Context: an optimization exercise on an open-source flow, tuned for small area and a short achievable clock period. The choices shown serve that exercise and are no tape-out recipe. In this exercise RTL edits were held to simulation tests only and were not proved equivalent to the original. Power is estimated from default activity; no workload was simulated.

## flow/design.v (module list and top-level ports; edited modules follow where they fit)
// module array_multiplier: 1277 lines
// module mult_fa: 10 lines
// module mult_xor: 7 lines
// module mult_xnor: 7 lines
// module mult_or: 7 lines
module array_multiplier (
	input  logic                     clk,
	input  logic                     reset,
	input  logic                     in_valid,
	input  mult_sizes_pkg::operand_t x,
	input  mult_sizes_pkg::operand_t y,
	output logic                     product_valid,
	output mult_sizes_pkg::product_t product
);
  // ...
==> flow/flow/run.sh <==
#!/bin/bash
# Layout flow: the standard ORFS flow (standard.sh, unchanged synthesis),
# with smaller port buffers and a clock tree built from clkbuf_8 without
# dummy loads. Each tool's output goes to a log file in this folder.
set -euo pipefail
export BUFFER_PORTS_ARGS="-buffer_cell sky130_fd_sc_hd__buf_1"
export CTS_ARGS="-sink_clustering_enable -repair_clock_nets -buf_list sky130_fd_sc_hd__clkbuf_8 -dont_use_dummy_load"
bash standard.sh finish > flow_make.log 2>&1
==> flow/standard.sh <==
#!/bin/bash
# synth_recipe.tcl (not shown) runs the flow's synth.tcl, then flattens the netlist and writes it again
# the make line also repeats each setting of config.mk as NAME=value (left out here)
make -C /OpenROAD-flow-scripts/flow DESIGN_CONFIG=/design/flow/config.mk WORK_HOME=/design/flow/orfs CLKGATE_MAP_FILE= SYNTH_SCRIPT=/design/flow/synth_recipe.tcl "${@:-finish}"
==> flow/config.mk <==
export PLATFORM = sky130hd
export DESIGN_NAME = array_multiplier
export DESIGN_NICKNAME = array_multiplier
export VERILOG_FILES = /design/flow/design.v
export SDC_FILE = /design/flow/constraint.sdc
export NUM_CORES = 4
export LEC_CHECK = 0
export CAP_MARGIN = 20
export CORE_MARGIN = 2
export CORE_UTILIZATION = 40
export SETUP_SLACK_MARGIN = 3.0
export SLEW_MARGIN = 20
export SYNTH_HIERARCHICAL = 1
==> flow/constraint.sdc <==
create_clock -name core_clock -period 6.0 [get_ports {clk}]
set_input_delay 1.2000 -clock core_clock [delete_from_list [all_inputs] [get_ports {clk}]]
set_output_delay 1.2000 -clock core_clock [all_outputs]
set_load 0.01 [all_outputs]
==> run notes, run 1 <==
status no timing/DRC/antenna violations; Placed Instances 1204; Internal Power 3.621 mW; Post-Place Cell Area 10780 µm²; syn nets 1123; Post-Synth Adder-Cell Area 43.46%; post-detail-place hpwl 16160 µm; Clock Latency Late Sink 0.48 ns; Clock buffer cells 17; critical path class in -> reg; multi-input combinational cell count 639; Final Hold Vio Count 0; final hold slack 0.3185 ns; pwr/cell area 520.5 nW/µm²; most numerous cell in the Yosys netlist nand2_1; FP Rows 57; largest net degree at the start of global routing 21; hold depth 0; grt ovf 0; metal2 WL 10730 µm; CP endpoint kind register; number of buffers and inverters on the critical path 2; Largest Register product; total track usage 18.14%; largest family of logic cells by synthesized area adder cells; period utilization 50.10%; Critical R2R Capture r984; RSZ-0062 raised after global routing yes; cell area after layout 11610 µm²; total sequential power 1.74 mW
==> inputs of run 2 (changes only) <==
--- a/flow/config.mk
+++ b/flow/config.mk
@@ -8,6 +8,6 @@
 export CAP_MARGIN = 20
 export CORE_MARGIN = 2
 export CORE_UTILIZATION = 40
-export SETUP_SLACK_MARGIN = 3.0
+export SETUP_SLACK_MARGIN = 2.6
 export SLEW_MARGIN = 20
 export SYNTH_HIERARCHICAL = 1
==> run 2 against run 1 <==
  * Still clean on timing, DRC and antenna
  * Clock power decreased by 2%
  * Sequential cell count stayed put
  * Non-clock buffer count decreased by 36
  * Final area fell by 7.6%
  * Routed wire length decreased by 2.1%
  * Via count decreased by 0.82%
  * First-iteration DRC count grew 45%
  * Core utilization decreased by 3.7 points
  * Sequential power about the same
==> run notes, run 2 <==
status no timing/DRC/antenna violations; top cell type's share of synthesized area 39.64%; largest family of logic cells by synthesized area adder cells; clock tree buffer depth 2; Slew @ Worst Pin 0.7014 ns; total track usage 18.18% (+0.038 points); Slew headroom 53.18%; DRT iter0 DRCs 454; final hold slack 0.2968 ns (-0.02174 ns); initial antenna violation count 1; Data arrival, critical path 3.66 ns; CP endpoint kind register; post-synthesis compound-gate area fraction 4.053%; Die Span Y 160.9 µm; max-cap viol count 0; Clock Latency Late Sink 0.47 ns (about the same); I/O pin count 68; Slew Limit Fails 0; Fmax 0.2988 GHz; share of the core filled with cells 44.23%; Worst Setup EP r521; post-synthesis xor/xnor area fraction 4.003%; Post-synth EDFFs 0; CTS tree yes; Synth area leaders fa_1, dfxtp_1, nand2_1; period utilization 55.79% (+5.7 points); die area 25890 µm²; Worst Path Max Fanout 16; Synth top cells by count nand2_1, fa_1, dfxtp_1; clk_skew 0.04461 ns; Required @ worst endpoint 6.31 ns; synth warn 7; worst reg2reg path depth 8; syn nets 1123 (unchanged); area grow syn2layout 8.920%; Hold Path Class reg -> reg; Reg2Reg Launch Point r516; Multi-input gate area 6434 µm²; placer's final routability congestion estimate 0.8098; post-synthesis cell count 863; Mapped Area 9847 µm²; via count 6141; Largest register FFs 16; pwr/cell area 532.8 nW/µm² (+2.4%); Final Critical Period 3.347 ns; leakage power 3.964 nW; r2r setup slk 2.84 ns; CTS sink cnt 160; DRT Pass-1 Iters 7; post-detail-place hpwl 16130 µm (-0.20%); Post-Synth Adder-Cell Area 43.46% (unchanged); drt via density 5.067; layout cell share with drive strength beyond 1 7.770%; Largest Register product; FP Rows 57 (unchanged); largest net degree at the start of global routing 19 (-9.5%); grt ovf 0 (unchanged); Std-Cell Core Area 24250 µm²; Worst setup SP type primary input; vias in the first global route 6631; predominant post-synthesis flop cell dfxtp_1; Critical R2R Capture r984; post-route total power 5.714 mW; mux share of post-synthesis cell area 0%; Unique masters post-synth 33; sequential area share after synthesis 32.53%; post-route ant nets 0; Die X 160.9 µm; Crit. Startpoint y[6]; H-Tree Depth 4; first-pass GRT wire length 36040 µm; asr flop ratio synth 0%; Worst-path clk slew 0.10 ns; leading cell type in the layout, fill and taps excluded nand2_1; final setup fails 0; leading cell types in the layout, fill and taps excluded nand2_1, fa_1, dfxtp_1; fin nets 1150; # diodes 0; clock root buffer clkbuf_8; final setup TNS 0 ns; Yosys top cell by area fa_1; most numerous cell in the Yosys netlist nand2_1; Final Hold Vio Count 0 (unchanged); register area 3203 µm²; Worst VDD drop 0.0003231 V; critical path class in -> reg; Remaining DRCs 0; TritonCTS buffer count 17; Synth Area in Simple Gates 13.48%; RSZ-0062 raised after global routing yes; cts-stage hold buffer count 0; Filler Cells Inserted 2303; Initial Utilization 40.61%; mean post-synth cell area 11.41 µm²; port bufs 67; FF+latch count, synth 160; drt wl/cell 18.26 µm; WL final 22130 µm
run 2: cell type report:
cell class	count	area share, %
Timing Repair Buffer	70	4.118
Inverter	2	0.07000
Sequential cell	160	29.86
Clock buffer	17	2.182
Multi-Input combinational cell	639	59.99
Tap cell	324	3.780
run 2: logic make-up (layout without fill, tap and decap cells):
group | Yosys count | in the layout
fa+ha+maj | 225 | 225
flops | 160 | 160
compound gates | 52 | 52
simple gates | 316 | 316
buf+inv | 64 | 89
xor+xnor | 45 | 45
other cells | 1 | 1
run 2: power by group:
group	switching [mW]	internal [mW]	total [mW]
Sequential	0.192	1.55	1.74
Clock	0.336	0.250	0.586
Combinational	1.80	1.59	3.39
run 2: worst min path at each step:
stage | to | from | cells past startpoint | slack, ns
2_1_floorplan | product[0] | r1060 | 0 | 0.31
3_3_place_gp | product[0] | r1060 | 0 | 0.31
3_5_place_dp | product[2] | r1064 | 0 | 0.31
4_1_cts | product[5] | r1070 | 0 | 0.30
5_1_grt | product[5] | r1070 | 0 | 0.29
6_report | product[5] | r1070 | 0 | 0.30
run 2: worst max-delay path, stage by stage:
cell and delay, ns:
clkdlybuf4s15_2 0.50, nand2_1 0.16, fa_1 0.54, fa_2 0.41, fa_1 0.41, fa_1 0.42
run 2: per-stage QoR:
stage	worst slack [ns]	instance area, µm²	std cells
6_report	2.653	10730	1212
5_1_grt	2.597	10730	1212
4_1_cts	2.645	10750	1212
3_5_place_dp	1.915	10320	1195
3_3_place_gp	1.910	10320	1195
2_1_floorplan	2.570	10200	863
run 2: per-module statistics from Yosys (local to each module, per instance):
| module | area (µm²) | flip-flops and latches | times used | cells inside |
|---|---|---|---|---|
| mult_xnor | 8.758 | 0 | 45 | 1 |
| mult_fa | 20.02 | 0 | 195 | 1 |
| array_multiplier | 5455 | 160 | 1 | 608 |
| mult_or | 6.256 | 0 | 15 | 1 |
run 2: per-layer routing:
metal  wire, µm  vias to the layer above  global-route usage (%)  part of all wire [%]
li1           -                     2712                       -                     -
met1       9770                     3175                   25.11                    44
met2      10650                      224                   29.18                    48
met3       1374                       28                   3.642                   6.2
met4        316                        2                   5.357                   1.4
met5         13                        -                       0                 0.059
run 2: repair_timing:
item,CTS,global route
endpoints found under the hold margin,0,0
setup buffers,0,0
gates resized for setup,54,10
endpoints found under the setup margin,28,7
==> inputs of run 3 (changes only) <==
--- a/flow/config.mk
+++ b/flow/config.mk
@@ -8,6 +8,5 @@
 export CAP_MARGIN = 20
 export CORE_MARGIN = 2
 export CORE_UTILIZATION = 40
-export SETUP_SLACK_MARGIN = 2.6
 export SLEW_MARGIN = 20
 export SYNTH_HIERARCHICAL = 1
==> run 3 against run 2 <==
  * Still clean
  * Register-to-register slack worse by 0.04 ns
  * Global-route usage down 0.60 points
  * Sequential power about the same
  * First-iteration DRC count down 16%
  * Clock power down 2%
  * Critical path depth up 1
  * Routed wire length down 3.1%
  * Worst setup slack worse by 0.40 ns
  * Critical path type unchanged
  * Largest cell class unchanged
  * Highest routed layer is now met4
==> run notes, run 3 <==
status no timing/DRC/antenna violations; NetSw 2.232 mW (-4.2%); most numerous cell in the Yosys netlist nand2_1; critical path's top delay family adder cells; Slew @ Worst Pin 1.032 ns (+0.3307 ns); Slew Limit Fails 0 (unchanged); Synth top cells by count nand2_1, fa_1, dfxtp_1; Placed Instances 1193 (-0.17%); critical path's slowest cell buf_1; Worst-path clk slew 0.06 ns (-0.04 ns); top routing layer used met4; WL final 21450 µm (-3.1%); Final Critical Period 3.745 ns (+0.3978 ns); post-CTS setup buffers 0 (unchanged); H-Tree Depth 4 (unchanged); post-detail-place hpwl 16000 µm (-0.77%); Mapped Area 9847 µm² (unchanged); Post-synth EDFFs 0 (unchanged); Remaining DRCs 0 (unchanged); layout cell share with drive strength beyond 1 2.822% (-4.9 points); TritonCTS buffer count 17 (unchanged); Fmax 0.2670 GHz (-11%); total track usage 17.58% (-0.60 points); Internal Power 3.361 mW (-0.74%); post-synthesis cell count 863 (unchanged); predominant post-synthesis flop cell dfxtp_1; die area 25890 µm² (unchanged); drt via density 5.038 (-0.57%); Sw Share 39.91% (-0.84 points); setup ws final 2.255 ns (-0.3978 ns); Worst setup SP type primary input; port bufs 67 (unchanged); top cell type's share of synthesized area 39.64% (unchanged); Unique masters post-synth 33 (unchanged); critical path class in -> reg; cts-stage hold buffer count 0 (unchanged); number of buffers and inverters on the critical path 1 (unchanged); initial antenna violation count 0 (-1); Layout Cells excl Fill 1210 (-0.17%); largest family of logic cells by synthesized area adder cells; vias in the first global route 6590 (-0.62%); clock root buffer clkbuf_8; Synth area leaders fa_1, dfxtp_1, nand2_1; Yosys top cell by area fa_1; CTS sink cnt 160 (unchanged); Die X 160.9 µm (unchanged); max-cap viol count 0 (unchanged); via count 6096 (-0.73%); post-synthesis xor/xnor area fraction 4.003% (unchanged); mux share of post-synthesis cell area 0% (unchanged); # diodes 0 (unchanged); share of the core filled with cells 43.35% (-0.88 points); CP endpoint kind register; Data arrival, critical path 4.05 ns (+0.39 ns); RSZ-0062 raised after global routing no; first-pass GRT wire length 35170 µm (-2.4%); Clock Latency Late Sink 0.45 ns (-0.02 ns); Largest Register product; part of the power in registers 31.1% (+0.6 points); Initial Utilization 40.61% (unchanged); Synth Area in Simple Gates 13.48% (unchanged); crit-path cells buf_1 -> nand2_1 -> fa_1 -> fa_1 -> fa_1 -> ha_1 -> and3_1; placer's final routability congestion estimate 0.8353 (+3.1%); Place WS 1.848 ns (-0.06699 ns); I/O pin count 68 (unchanged); pwr/cell area 532.0 nW/µm² (-0.15%); Required @ worst endpoint 6.31 ns (about the same); Std-Cell Core Area 24250 µm² (unchanged); clock tree buffer depth 2 (unchanged); FF+latch count, synth 160 (unchanged); CTS tree yes; asr flop ratio synth 0% (unchanged); post-route ant nets 0 (unchanged); clk_skew 0.03616 ns (-0.008441 ns); post-cts sizing count 0 (-100%); final setup fails 0 (unchanged); M1 WL 9529 µm (-2.5%); Largest register FFs 16 (unchanged); post-synthesis compound-gate area fraction 4.053% (unchanged); Slew headroom 31.19% (-22 points); DRT iter0 DRCs 381 (-16%); WL met3 1647 µm (+20%); Worst Path Max Fanout 16 (unchanged); final setup TNS 0 ns (unchanged); leading cell types in the layout, fill and taps excluded nand2_1, fa_1, dfxtp_1; Worst VDD drop 0.0002364 V (-27%); DRT Pass-1 Iters 5 (-2); leading cell type in the layout, fill and taps excluded nand2_1; grt ovf 0 (unchanged); leakage power 3.854 nW (-2.8%); fin nets 1148 (-0.17%); drt wl/cell 17.73 µm (-2.9%); Crit path top cell by count fa_1; Comb pwr share 58.6% (-0.7 points); CP peak stage delay 0.71 ns (+0.17 ns); Final Hold Vio Count 0 (unchanged); Hold Path Class reg -> reg; sequential area share after synthesis 32.53% (unchanged); clock power share 10.3% (about the same); Die Span Y 160.9 µm (unchanged); mean post-synth cell area 11.41 µm² (unchanged); period utilization 62.42% (+6.6 points); largest net degree at the start of global routing 18 (-1); FP Rows 57 (unchanged); metal2 WL 10060 µm (-5.5%); syn nets 1123 (unchanged); area grow syn2layout 6.760%; Post-Synth Adder-Cell Area 43.46% (unchanged); synth warn 7 (unchanged)
==> run 3: final cells by class <==
cell class                      count  area (µm²)
Fill cell                        2368       13740
Clock buffer                       17       234.0
Sequential cell                   160        3203
Tap cell                          324       405.4
Timing Repair Buffer               68       259.0
Inverter                            2       7.507
Multi-Input combinational cell    639        6404
==> run 3: power groups by stage <==
stage               clock network (mW)  logic (mW)  registers, mW
floorplan                            0        2.48           1.74
finish                           0.576        3.27           1.74
CTS                              0.605        3.35           1.75
global route                     0.643        3.78           1.79
detailed placement                   0        3.34           1.78
global placement                     0        3.29           1.77
==> run 3: worst paths after layout <==
path	from	to	slack, ns	depth (start not counted)
worst max register to register	r516	r984	2.80	8
worst min register to register	r1060	product[0]	0.33	0
worst max-delay path	x[5]	r885	2.26	7
worst min-delay path	r1060	product[0]	0.33	0
==> run 3: cell families after synthesis <==
| family | count (synthesis) |
|---|---|
| fa+ha+maj | 225 |
| buf+inv | 64 |
| simple gates | 316 |
| xor+xnor | 45 |
| other cells | 1 |
| compound gates | 52 |
| flops | 160 |
==> run 3: per-layer routing <==
| metal | track usage [%] | vias up |
|---|---|---|
| met1 | 24.45 | 3139 |
| met4 | 3.653 | 0 |
| li1 | - | 2712 |
| met2 | 28.01 | 229 |
| met3 | 4.545 | 16 |
| met5 | 0 | - |
==> run 3: worst reg2reg max path, delay by kind of cell, from the launching register on <==
family,cells,cell delay [ns]
fa+ha+maj,4,1.74
flops,1,0.32
compound gates,3,0.91
simple gates,1,0.13
==> run 3: stage by stage <==
stage / total power [mW] / hold slack, ns / cell area, µm²
after floorplan: 4.220 / 0.3096 / 9847
after global placement: 5.055 / 0.3111 / 10280
after detailed placement: 5.113 / 0.3143 / 10280
after CTS: 5.710 / 0.3280 / 10510
after global routing: 6.208 / 0.3308 / 10510
final: 5.593 / 0.3254 / 10510
==> run 3: modules after synthesis, one instance, submodules excluded <==
module | cells | flops+latches | times used | area [µm²]
mult_fa | 1 | 0 | 195 | 20.02
array_multiplier | 608 | 160 | 1 | 5455
mult_xnor | 1 | 0 | 45 | 8.758
mult_or | 1 | 0 | 15 | 6.256
==> inputs of run 4 (changes only) <==
--- a/flow/config.mk
+++ b/flow/config.mk
@@ -8,5 +8,6 @@
 export CAP_MARGIN = 20
 export CORE_MARGIN = 2
 export CORE_UTILIZATION = 40
+export SETUP_SLACK_MARGIN = 2.4
 export SLEW_MARGIN = 20
 export SYNTH_HIERARCHICAL = 1
==> run 4 against run 3 <==
  * Critical path depth is 1 lower
  * Combinational power is 2% higher
  * First-iteration DRC count down 1.8%
  * Final cell count hardly changed
  * Final area grew 0.64%
  * Count of clock-buffer cells in the layout did not move
  * Largest power group unchanged
  * Sequential power is essentially flat
  * Sequential share of layout area decreased by 0.19 points
  * Total power up 1.6%
  * Worst setup slack improved by 0.18 ns
  * Still clean on timing, DRC and antenna
==> run notes, run 4 <==
status no timing/DRC/antenna violations; predominant post-synthesis flop cell dfxtp_1; critical path class in -> reg; pwr/cell area 537.0 nW/µm² (+0.95%); leading cell type in the layout, fill and taps excluded nand2_1; Worst Path Max Fanout 16 (unchanged); RSZ-0062 raised after global routing yes; Std-Cell Core Area 24250 µm² (unchanged); Slew headroom 48.19% (+17 points); Mapped Area 9847 µm² (unchanged); syn nets 1123 (unchanged); post-route ant nets 0 (unchanged); post-route total power 5.682 mW (+1.6%); drt wl/cell 18.36 µm (+3.6%); # diodes 0 (unchanged); vias in the first global route 6686 (+1.5%); Worst setup SP type primary input; I/O pin count 68 (unchanged); clock tree buffer depth 2 (unchanged); CP peak stage delay 0.65 ns (-0.06 ns); crit-path cells clkdlybuf4s15_1 -> nand2_1 -> fa_1 -> fa_1 -> fa_1 -> fa_1; WL final 22240 µm (+3.7%); Crit path top cell by count fa_1; final setup TNS 0 ns (unchanged); Fmax 0.2809 GHz (+5.2%); Die X 160.9 µm (unchanged); mean post-synth cell area 11.41 µm² (unchanged); post-synthesis cell count 863 (unchanged); Hold Path Class reg -> reg; period utilization 59.33% (-3.1 points); hold depth 0 (unchanged); clock root buffer clkbuf_8; final setup fails 0 (unchanged); Post-Place Cell Area 10290 µm² (about the same); Largest register FFs 16 (unchanged); critical path's slowest cell clkdlybuf4s15_1; Die Span Y 160.9 µm (unchanged); initial antenna violation count 0 (unchanged); synth warn 7 (unchanged); CP endpoint kind register; Clock Latency Late Sink 0.46 ns (about the same); Yosys top cell by area fa_1; clk_skew 0.04117 ns (+0.005008 ns); layout cell share with drive strength beyond 1 6.088% (+3.3 points); first-pass GRT wire length 36160 µm (+2.8%); largest net degree at the start of global routing 19 (+1); total track usage 18.24% (+0.66 points); Largest Register product; H-Tree Depth 4 (unchanged); drt via density 5.070 (+0.64%); worst reg2reg path depth 8 (unchanged); WHS Endpoint product[2]; Remaining DRCs 0 (unchanged); cts-stage hold buffer count 0 (unchanged); post-CTS setup buffers 0 (unchanged); Post-synth EDFFs 0 (unchanged); Data arrival, critical path 3.88 ns (-0.17 ns); share of the core filled with cells 43.63% (+0.28 points); die area 25890 µm² (unchanged); Slew Limit Fails 0 (unchanged); port bufs 67 (unchanged); area grow syn2layout 7.446%; FF+latch count, synth 160 (unchanged); Worst-path clk slew 0.09 ns (+0.03 ns); placer's final routability congestion estimate 0.8609 (+3.1%); Initial Utilization 40.61% (unchanged); r2r setup slk 2.81 ns (about the same); Final Hold Vio Count 0 (unchanged); CTS sink cnt 160 (unchanged); leakage power 3.950 nW (+2.5%); top cell type's share of synthesized area 39.64% (unchanged); CTS tree yes; TritonCTS buffer count 17 (unchanged); Final Critical Period 3.560 ns (-0.1849 ns); max-cap viol count 0 (unchanged); FP Rows 57 (unchanged); Synth area leaders fa_1, dfxtp_1, nand2_1; most numerous cell in the Yosys netlist nand2_1; post-cts sizing count 5 (+5); Critical R2R Capture r984; leading cell types in the layout, fill and taps excluded nand2_1, fa_1, dfxtp_1; Required @ worst endpoint 6.32 ns (about the same); Reg2Reg Launch Point r516; sequential area share after synthesis 32.53% (unchanged); Slew @ Worst Pin 0.7772 ns (-0.2549 ns); cell area after layout 10580 µm² (+0.64%); Unique masters post-synth 33 (unchanged); fin nets 1149 (+0.087%); Worst VDD drop 0.0002872 V (+21%); DRT iter0 DRCs 374 (-1.8%); post-detail-place hpwl 16250 µm (+1.6%); asr flop ratio synth 0% (unchanged); grt ovf 0 (unchanged); via count 6140 (+0.72%); Synth top cells by count nand2_1, fa_1, dfxtp_1; hold_sp r1064; DRT Pass-1 Iters 5 (unchanged)
run 4: worst max path at each step:
stage | depth (start not counted) | startpoint | end | slack [ns]
floorplan | 7 | y[6] | r521 | 2.40
global placement | 8 | y[0] | r331 | 1.87
detailed placement | 6 | y[0] | r521 | 1.87
CTS | 6 | x[14] | r521 | 2.39
global route | 6 | y[2] | r606 | 2.38
finish | 6 | y[2] | r606 | 2.44
run 4: cells by family after synthesis:
kind of cell	after synthesis	synth area share, %
AO/OA/AOI/OAI	52	4.053
XOR/XNOR	45	4.003
adder cells (fa/ha/maj)	225	43.46
buffers and inverters	64	2.440
flip-flops	160	32.53
other	1	0.03808
AND/OR/NAND/NOR	316	13.48
run 4: Yosys stat by module (local to each module, per instance):
module,cells inside,cell area [µm²],times used
mult_xnor,1,8.758,45
mult_or,1,6.256,15
mult_fa,1,20.02,195
array_multiplier,608,5455,1
run 4: stage by stage:
stage | instances | worst slack (ns) | hold slack, ns
after global routing | 1211 | 2.378 | 0.3264
after CTS | 1211 | 2.387 | 0.3183
after global placement | 1194 | 1.874 | 0.3103
after detailed placement | 1194 | 1.866 | 0.3147
after floorplan | 863 | 2.397 | 0.3096
final | 1211 | 2.440 | 0.3155
run 4: metal layers:
| layer | wire [µm] | share of wire (%) | vias to the layer above | global-route usage (%) |
|---|---|---|---|---|
| met2 | 10350 | 47 | 266 | 28.05 |
| met3 | 1690 | 7.6 | 35 | 4.597 |
| met1 | 9689 | 44 | 3127 | 25.45 |
| li1 | - | - | 2712 | - |
| met5 | 0 | 0 | - | 0 |
| met4 | 506 | 2.3 | 0 | 5.885 |
run 4: area by class of cell:
cell class	count	area, µm²
fill	2328	13670
multi-input combinational	639	6404
sequential	160	3203
tap	324	405.4
timing repair buffer	69	326.6
clock buffer	17	234.0
inverter	2	7.507
run 4: power by group:
part	switching [mW]	leakage, nW	internal (mW)
combinational	1.78	2.49	1.58
sequential	0.195	1.34	1.55
clock	0.335	0.122	0.250
run 4: worst max-delay path: cells and delay by family:
| family | cells | cell delay, ns |
|---|---|---|
| buffers and inverters | 1 | 0.65 |
| AND/OR/NAND/NOR | 1 | 0.17 |
| adder cells (fa/ha/maj) | 4 | 1.85 |
==> inputs of run 5 (changes only) <==
--- a/flow/config.mk
+++ b/flow/config.mk
@@ -8,6 +8,6 @@
 export CAP_MARGIN = 20
 export CORE_MARGIN = 2
 export CORE_UTILIZATION = 40
-export SETUP_SLACK_MARGIN = 2.4
+export SETUP_SLACK_MARGIN = 2.8
 export SLEW_MARGIN = 20
 export SYNTH_HIERARCHICAL = 1
==> run 5 against run 4 <==
  * Critical endpoint is now r521
  * Total power fell by 1.1%
  * Synthesized cell count did not move
  * Highest routed layer unchanged
  * Clock skew fell by 0.0073 ns
  * Via count fell by 2.3%
  * Critical path type unchanged
  * Routed wire length fell by 5.4%
  * Maximum frequency rose by 11%
  * Register-to-register slack improved by 0.21 ns
  * Final cell count barely moved
==> run notes, run 5 <==
status no timing/DRC/antenna violations; critical path's top delay family adder cells; r2r setup slk 3.02 ns (+0.21 ns); Mapped Area 9847 µm² (unchanged); Data arrival, critical path 3.59 ns (-0.29 ns); leading cell types in the layout, fill and taps excluded nand2_1, dfxtp_1, fa_1; TritonCTS buffer count 17 (unchanged); post-detail-place hpwl 15750 µm (-3.1%); I/O pin count 68 (unchanged); layout cell share with drive strength beyond 1 13.66% (+7.6 points); cell area after layout 10800 µm² (+2.0%); vias in the first global route 6704 (+0.27%); CTS tree yes; drt via density 4.960 (-2.2%); FP Rows 57 (unchanged); CTS sink cnt 160 (unchanged); Slew @ Worst Pin 0.6855 ns (-0.09173 ns); Die X 160.9 µm (unchanged); Crit path top cell by count fa_2; Die Span Y 160.9 µm (unchanged); syn nets 1123 (unchanged); WL final 21030 µm (-5.4%); Critical R2R Capture r984; synth warn 7 (unchanged); setup ws final 2.782 ns (+0.3424 ns); sequential area share after synthesis 32.53% (unchanged); port bufs 67 (unchanged); M1 WL 9040 µm (-6.7%); Synth area leaders fa_1, dfxtp_1, nand2_1; Yosys top cell by area fa_1; Layout Cells excl Fill 1210 (-0.083%); Post-Synth Adder-Cell Area 43.46% (unchanged); first-pass GRT wire length 34660 µm (-4.1%); Final Critical Period 3.218 ns (-0.3424 ns); total track usage 17.42% (-0.82 points); area grow syn2layout 9.644%; RSZ-0062 raised after global routing yes; final setup TNS 0 ns (unchanged); max-cap viol count 0 (unchanged); worst reg2reg path depth 8 (unchanged); Post-Place Cell Area 10450 µm² (+1.6%); # diodes 0 (unchanged); period utilization 53.63% (-5.7 points); Placed Instances 1193 (-0.084%); Worst VDD drop 0.0003003 V (+4.6%); asr flop ratio synth 0% (unchanged); critical path class in -> reg; Reg2Reg Launch Point r516; final hold slack 0.3291 ns (+0.01353 ns); die area 25890 µm² (unchanged); DRT Pass-1 Iters 6 (+1); via count 6001 (-2.3%); mux share of post-synthesis cell area 0% (unchanged); leakage power 3.958 nW (+0.19%); crit-path cells clkdlybuf4s15_2 -> nand2_1 -> fa_2 -> fa_2 -> fa_2 -> fa_2; Synth top cells by count nand2_1, fa_1, dfxtp_1; Final Hold Vio Count 0 (unchanged); grt ovf 0 (unchanged); CP peak stage delay 0.52 ns (-0.13 ns); mean post-synth cell area 11.41 µm² (unchanged); largest family of logic cells by synthesized area adder cells; H-Tree Depth 4 (unchanged); FF+latch count, synth 160 (unchanged); clock root buffer clkbuf_8; Worst Setup EP r521; fin nets 1148 (-0.087%); Required @ worst endpoint 6.37 ns (+0.05 ns); clock tree buffer depth 2 (unchanged); top routing layer used met4; post-synthesis cell count 863 (unchanged); metal2 WL 9808 µm (-5.2%); Largest Register product; Synth Area in Simple Gates 13.48% (unchanged); post-CTS setup buffers 0 (unchanged); Slew Limit Fails 0 (unchanged); post-synthesis xor/xnor area fraction 4.003% (unchanged); clk_skew 0.03388 ns (-0.007294 ns); placer's final routability congestion estimate 0.8498 (-1.3%); Crit. Startpoint y[8]; post-synthesis compound-gate area fraction 4.053% (unchanged); Remaining DRCs 0 (unchanged); Place WS 1.953 ns (+0.08649 ns); Unique masters post-synth 33 (unchanged); critical path's slowest cell fa_2; initial antenna violation count 0 (unchanged); CP endpoint kind register; Worst-path clk slew 0.07 ns (-0.02 ns); top cell type's share of synthesized area 39.64% (unchanged); Worst Path Max Fanout 16 (unchanged); number of buffers and inverters on the critical path 1 (unchanged); Slew headroom 54.24% (+6.1 points); drt wl/cell 17.38 µm (-5.3%); post-route ant nets 0 (unchanged); most numerous cell in the Yosys netlist nand2_1; leading cell type in the layout, fill and taps excluded nand2_1; Worst setup SP type primary input; final setup fails 0 (unchanged); Post-synth EDFFs 0 (unchanged); Std-Cell Core Area 24250 µm² (unchanged); pwr/cell area 520.7 nW/µm² (-3.0%); Largest register FFs 16 (unchanged); Crit. path cell count 6 (unchanged); largest net degree at the start of global routing 17 (-2); predominant post-synthesis flop cell dfxtp_1; Hold Path Class reg -> reg; DRT iter0 DRCs 284 (-24%); WL met3 1929 µm (+14%); Clock Latency Late Sink 0.45 ns (about the same); Initial Utilization 40.61% (unchanged); Fmax 0.3108 GHz (+11%)
run 5: cell counts after synthesis:
No cell type changed its count.
run 5: kinds of logic after synthesis:
kind of cell / after synthesis
AO/OA/AOI/OAI: 52
adder cells (fa/ha/maj): 225
flip-flops: 160
XOR/XNOR: 45
AND/OR/NAND/NOR: 316
buffers and inverters: 64
other: 1
run 5: where the power goes:
group | internal (mW) | switching, mW
Clock | 0.250 | 0.324
Sequential | 1.55 | 0.194
Combinational | 1.59 | 1.71
Total | 3.39 | 2.23
run 5: final cells by class:
class / count / area, µm²
sequential: 160 / 3203
multi-input combinational: 639 / 6588
tap: 324 / 405.4
inverter: 2 / 7.507
fill: 2282 / 13450
clock buffer: 17 / 234.0
timing repair buffer: 68 / 359.1
run 5: per-stage QoR:
step                      util (%)  total power, mW
after CTS                    44.55            5.702
after global routing         44.53            6.230
after global placement       43.10            5.075
final                        44.53            5.622
after detailed placement     43.10            5.103
after floorplan                  -            4.283
run 5: per-module statistics from Yosys, one instance, submodules excluded:
module	area, µm²	cells	times used	flip-flops and latches
mult_fa	20.02	1	195	0
mult_or	6.256	1	15	0
mult_xnor	8.758	1	45	0
array_multiplier	5455	608	1	160
run 5: worst reg2reg max path, cell delays in order (launching register included):
cell and delay [ns]:
dfxtp_1 0.32, fa_1 0.44, fa_1 0.52, fa_1 0.42
ha_1 0.33, a21o_1 0.21, a311oi_2 0.38, nor2_1 0.11
a21o_1 0.18
run 5: worst min path at each step:
stage | startpoint | end | cells past startpoint
after floorplan | r1060 | product[0] | 0
after global placement | r1070 | product[5] | 0
after detailed placement | r1066 | product[3] | 0
after CTS | r1060 | product[0] | 0
after global routing | r1060 | product[0] | 0
final | r1066 | product[3] | 0
run 5: layer usage:
layer	GRT usage (%)	up-vias
li1	-	2707
met1	22.79	3048
met2	27.92	231
met3	5.811	15
met4	4.708	0
met5	0	-
run 5: timing repair:
| item | in CTS | in global routing |
|---|---|---|
| endpoints found under the setup margin | 53 | 20 |
| hold endpoints to repair | 0 | 0 |
| hold buffers | 0 | 0 |
| gates resized for setup | 74 | 24 |
==> inputs of run 6 (changes only) <==
==> flow/run.sh (new file) <==
#!/bin/bash
# synth_recipe.tcl (not shown) runs the flow's synth.tcl, then flattens the netlist and writes it again
# the make line also repeats each setting of config.mk as NAME=value (left out here)
make -C /OpenROAD-flow-scripts/flow DESIGN_CONFIG=/design/flow/config.mk WORK_HOME=/design/flow/orfs CLKGATE_MAP_FILE= SYNTH_SCRIPT=/design/flow/synth_recipe.tcl finish
--- a/flow/config.mk
+++ b/flow/config.mk
@@ -8,6 +8,6 @@
 export CAP_MARGIN = 20
 export CORE_MARGIN = 2
 export CORE_UTILIZATION = 40
-export SETUP_SLACK_MARGIN = 2.8
+export SETUP_SLACK_MARGIN = 3.0
 export SLEW_MARGIN = 20
 export SYNTH_HIERARCHICAL = 1
removed: flow/flow/run.sh
removed: flow/standard.sh
==> run 6 against run 5 <==
  * Final cell count grew 1.3%
  * Highest routed layer unchanged
  * Critical path depth is the same
  * Still clean on timing, DRC and antenna
  * Clock skew shrank 0.019 ns
  * Worst hold slack lost 0.0065 ns
  * Global-route usage grew 0.95 points
  * Synthesized cell count is the same
  * Core utilization grew 4.5 points
  * Largest cell class unchanged
  * Clock power grew 97%
==> run notes, run 6 <==
worst reg2reg path depth 8 (unchanged); max-cap viol count 0 (unchanged); synth warn 7 (unchanged); leakage power 4.415 nW (+12%); layout cell share with drive strength beyond 1 23.39% (+9.7 points); Die Span Y 160.9 µm (unchanged); RSZ-0062 raised after global routing yes; cts-stage hold buffer count 0 (unchanged); drt via density 4.998 (+0.77%); Crit. Startpoint y[7]; Die X 160.9 µm (unchanged); WHS Endpoint product[5]; Hold Path Class reg -> reg; post-detail-place hpwl 15990 µm (+1.5%); Final Critical Period 2.980 ns (-0.2377 ns); grt ovf 0 (unchanged); first-pass GRT wire length 36320 µm (+4.8%); leading cell types in the layout, fill and taps excluded nand2_1, dfxtp_1, fa_1; Post-synth EDFFs 0 (unchanged); clock tree buffer depth 2 (unchanged); Synth area leaders fa_1, dfxtp_1, nand2_1; r2r setup slk 3.06 ns (+0.04 ns); H-Tree Depth 4 (unchanged); Unique masters post-synth 33 (unchanged); Slew @ Worst Pin 0.7152 ns (+0.02974 ns); sequential area share after synthesis 32.53% (unchanged); Largest register FFs 16 (unchanged); FP Rows 57 (unchanged); Worst VDD drop 0.0003216 V (+7.1%); area grow syn2layout 20.66%; Largest Register product; FF+latch count, synth 160 (unchanged); via count 6127 (+2.1%); asr flop ratio synth 0% (unchanged); Fmax 0.3356 GHz (+8.0%); CTS sink cnt 160 (unchanged); predominant post-synthesis flop cell dfxtp_1; Worst-path clk slew 0.07 ns (about the same); syn nets 1123 (unchanged); drt wl/cell 18.06 µm (+3.9%); clock root buffer clkbuf_16; initial antenna violation count 0 (unchanged); Final Hold Vio Count 0 (unchanged); Yosys top cell by area fa_1; cell area after layout 11880 µm² (+10%); port bufs 67 (unchanged); DRT iter0 DRCs 329 (+16%); CTS tree yes; Clock Latency Late Sink 0.43 ns (-0.02 ns); hold_sp r1070; period utilization 49.67% (-4.0 points); final setup fails 0 (unchanged); Reg2Reg Launch Point r516; most numerous cell in the Yosys netlist nand2_1; Initial Utilization 40.61% (unchanged); TritonCTS buffer count 17 (unchanged); Required @ worst endpoint 6.37 ns (about the same); pwr/cell area 572.7 nW/µm² (+10%); largest net degree at the start of global routing 20 (+3); Critical R2R Capture r932; final setup TNS 0 ns (unchanged); DRT Pass-1 Iters 5 (-1); Slew Limit Fails 0 (unchanged); status no timing/DRC/antenna violations; post-route ant nets 0 (unchanged); Worst setup SP type primary input; placer's final routability congestion estimate 0.8315 (-2.2%); Mapped Area 9847 µm² (unchanged); total track usage 18.36% (+0.95 points); Worst Path Max Fanout 16 (unchanged); clk_skew 0.01500 ns (-0.01888 ns); Synth top cells by count nand2_1, fa_1, dfxtp_1; top cell type's share of synthesized area 39.64% (unchanged); Remaining DRCs 0 (unchanged); mean post-synth cell area 11.41 µm² (unchanged); # diodes 0 (unchanged); vias in the first global route 6673 (-0.46%); Std-Cell Core Area 24250 µm² (unchanged); hold depth 0 (unchanged); leading cell type in the layout, fill and taps excluded nand2_1; WL final 22150 µm (+5.3%); fin nets 1149 (+0.087%); critical path class in -> reg; Post-Place Cell Area 11110 µm² (+6.3%); Data arrival, critical path 3.35 ns (-0.24 ns); CP endpoint kind register; die area 25890 µm² (unchanged); I/O pin count 68 (unchanged); Slew headroom 52.00% (-2.2 points); post-synthesis cell count 863 (unchanged)
==> run 6: changes by cell type in the layout (fill, tap and decap cells not counted), sizes merged, moves of 3 or more <==
cell	delta
clkinv	+6
dlygate4sd2	+9
clkbuf	-8
clkdlybuf4s50	+24
inv	+7
clkdlybuf4s15	-3
buf	-19
clkdlybuf4s18	-4
==> run 6: layout make-up <==
type                    count  area, µm²
clock inverters            15      203.9
inverters                   2      7.507
flip-flops and latches    160       3209
clock buffers              17      425.4
repair buffers             69      735.7
multi-input cells         639       6894
well taps                 324      405.4
fillers                  2188      12370
==> run 6: layer usage <==
layer	wire length, µm	track usage, %	vias up	part of all wire, %
li1	-	-	2730	-
met1	9498	25.01	3179	43
met2	10870	30.02	201	49
met3	1522	3.900	17	6.9
met4	259	4.911	0	1.2
met5	0	0	-	0
==> run 6: how the worst max path moves through the flow <==
stage	end	slack [ns]	depth (start not counted)
after floorplan	r885	2.64	8
after global placement	r818	1.64	6
after detailed placement	r818	1.61	6
after CTS	r818	2.97	6
after global routing	product[20]	2.96	3
final	r521	3.02	6
==> run 6: modules after synthesis, one instance, submodules excluded <==
module	area, µm²	cells inside
mult_or	6.256	1
array_multiplier	5455	608
mult_fa	20.02	1
mult_xnor	8.758	1
==> run 6: what timing repair did <==
| item | CTS | global route |
|---|---|---|
| pin swaps | 2 | 6 |
| gates resized for setup | 214 | 44 |
| gates cloned | 0 | 0 |
| endpoints found under the setup margin | 113 | 24 |
| setup buffers | 1 | 1 |
==> run 6: worst max-delay path, stage by stage <==
cell	delay [ns]
buf_4	0.24
nand2_1	0.13
fa_2	0.48
fa_2	0.37
fa_2	0.37
fa_2	0.53
==> run 6: per-stage QoR <==
step                      std cells  hold WS, ns  utilization, %  total power [mW]  worst slack, ns
after global routing           1226       0.3343           49.00             7.452            2.961
after detailed placement       1192       0.3121           45.81             5.376            1.611
after floorplan                 863       0.3096               -             4.327            2.645
after CTS                      1225       0.3296           48.34             6.712            2.972
final                          1226       0.3226           49.00             6.804            3.020
after global placement         1192       0.3114           45.81             5.344            1.643
==> run 6: cell families (layout without fill, tap and decap cells) <==
group / Yosys count / count (layout) / share of synthesized area, %
compound gates: 52 / 52 / 4.053
xor+xnor: 45 / 45 / 4.003
fa+ha+maj: 225 / 225 / 43.46
buf+inv: 64 / 103 / 2.440
flops: 160 / 160 / 32.53
other cells: 1 / 1 / 0.03808
simple gates: 316 / 316 / 13.48
==> run 6: power by group <==
group	total (mW)	internal, mW	switching, mW
sequential	1.75	1.55	0.196
combinational	3.93	2.02	1.91
clock	1.13	0.609	0.520

[afterwards: timing with drivers on the ports]
The results above use ideal ports. As a check the final layouts listed here were re-extracted and re-timed, cells and wires unchanged. Step 1 sets driving cells, clkbuf_16 on the clock port and buf_2 on the other inputs (assumed; they add their load-dependent delay and slew). Step 2 also shifts input and output timing later by t, the mid clock arrival at the registers, as if the neighbouring blocks saw the same clock. a / b / c = no drivers / after step 1 / after step 2; a / b = the first two.
run | shift t [ns] | slack for setup (ns) | worst setup path after step 2 | pins driven straight from the clock port
run 1 | 0.490 | 2.994 / 2.995 / 2.506 | input to register | 1
run 2 | 0.489 | 2.653 / 2.673 / 2.184 | input to register | 1
run 3 | 0.471 | 2.255 / 2.271 / 1.800 | input to register | 1
run 4 | 0.482 | 2.440 / 2.449 / 1.967 | input to register | 1
run 5 | 0.471 | 2.782 / 2.802 / 2.331 | input to register | 1
run 6 | 0.471 | 3.020 / 3.009 / 2.554 | input to register | 1
After both steps every run listed still meets setup and hold. For run 1, which loses most, drivers alone change the setup slack by +0.001 ns; drivers and shift together by -0.488 ns.
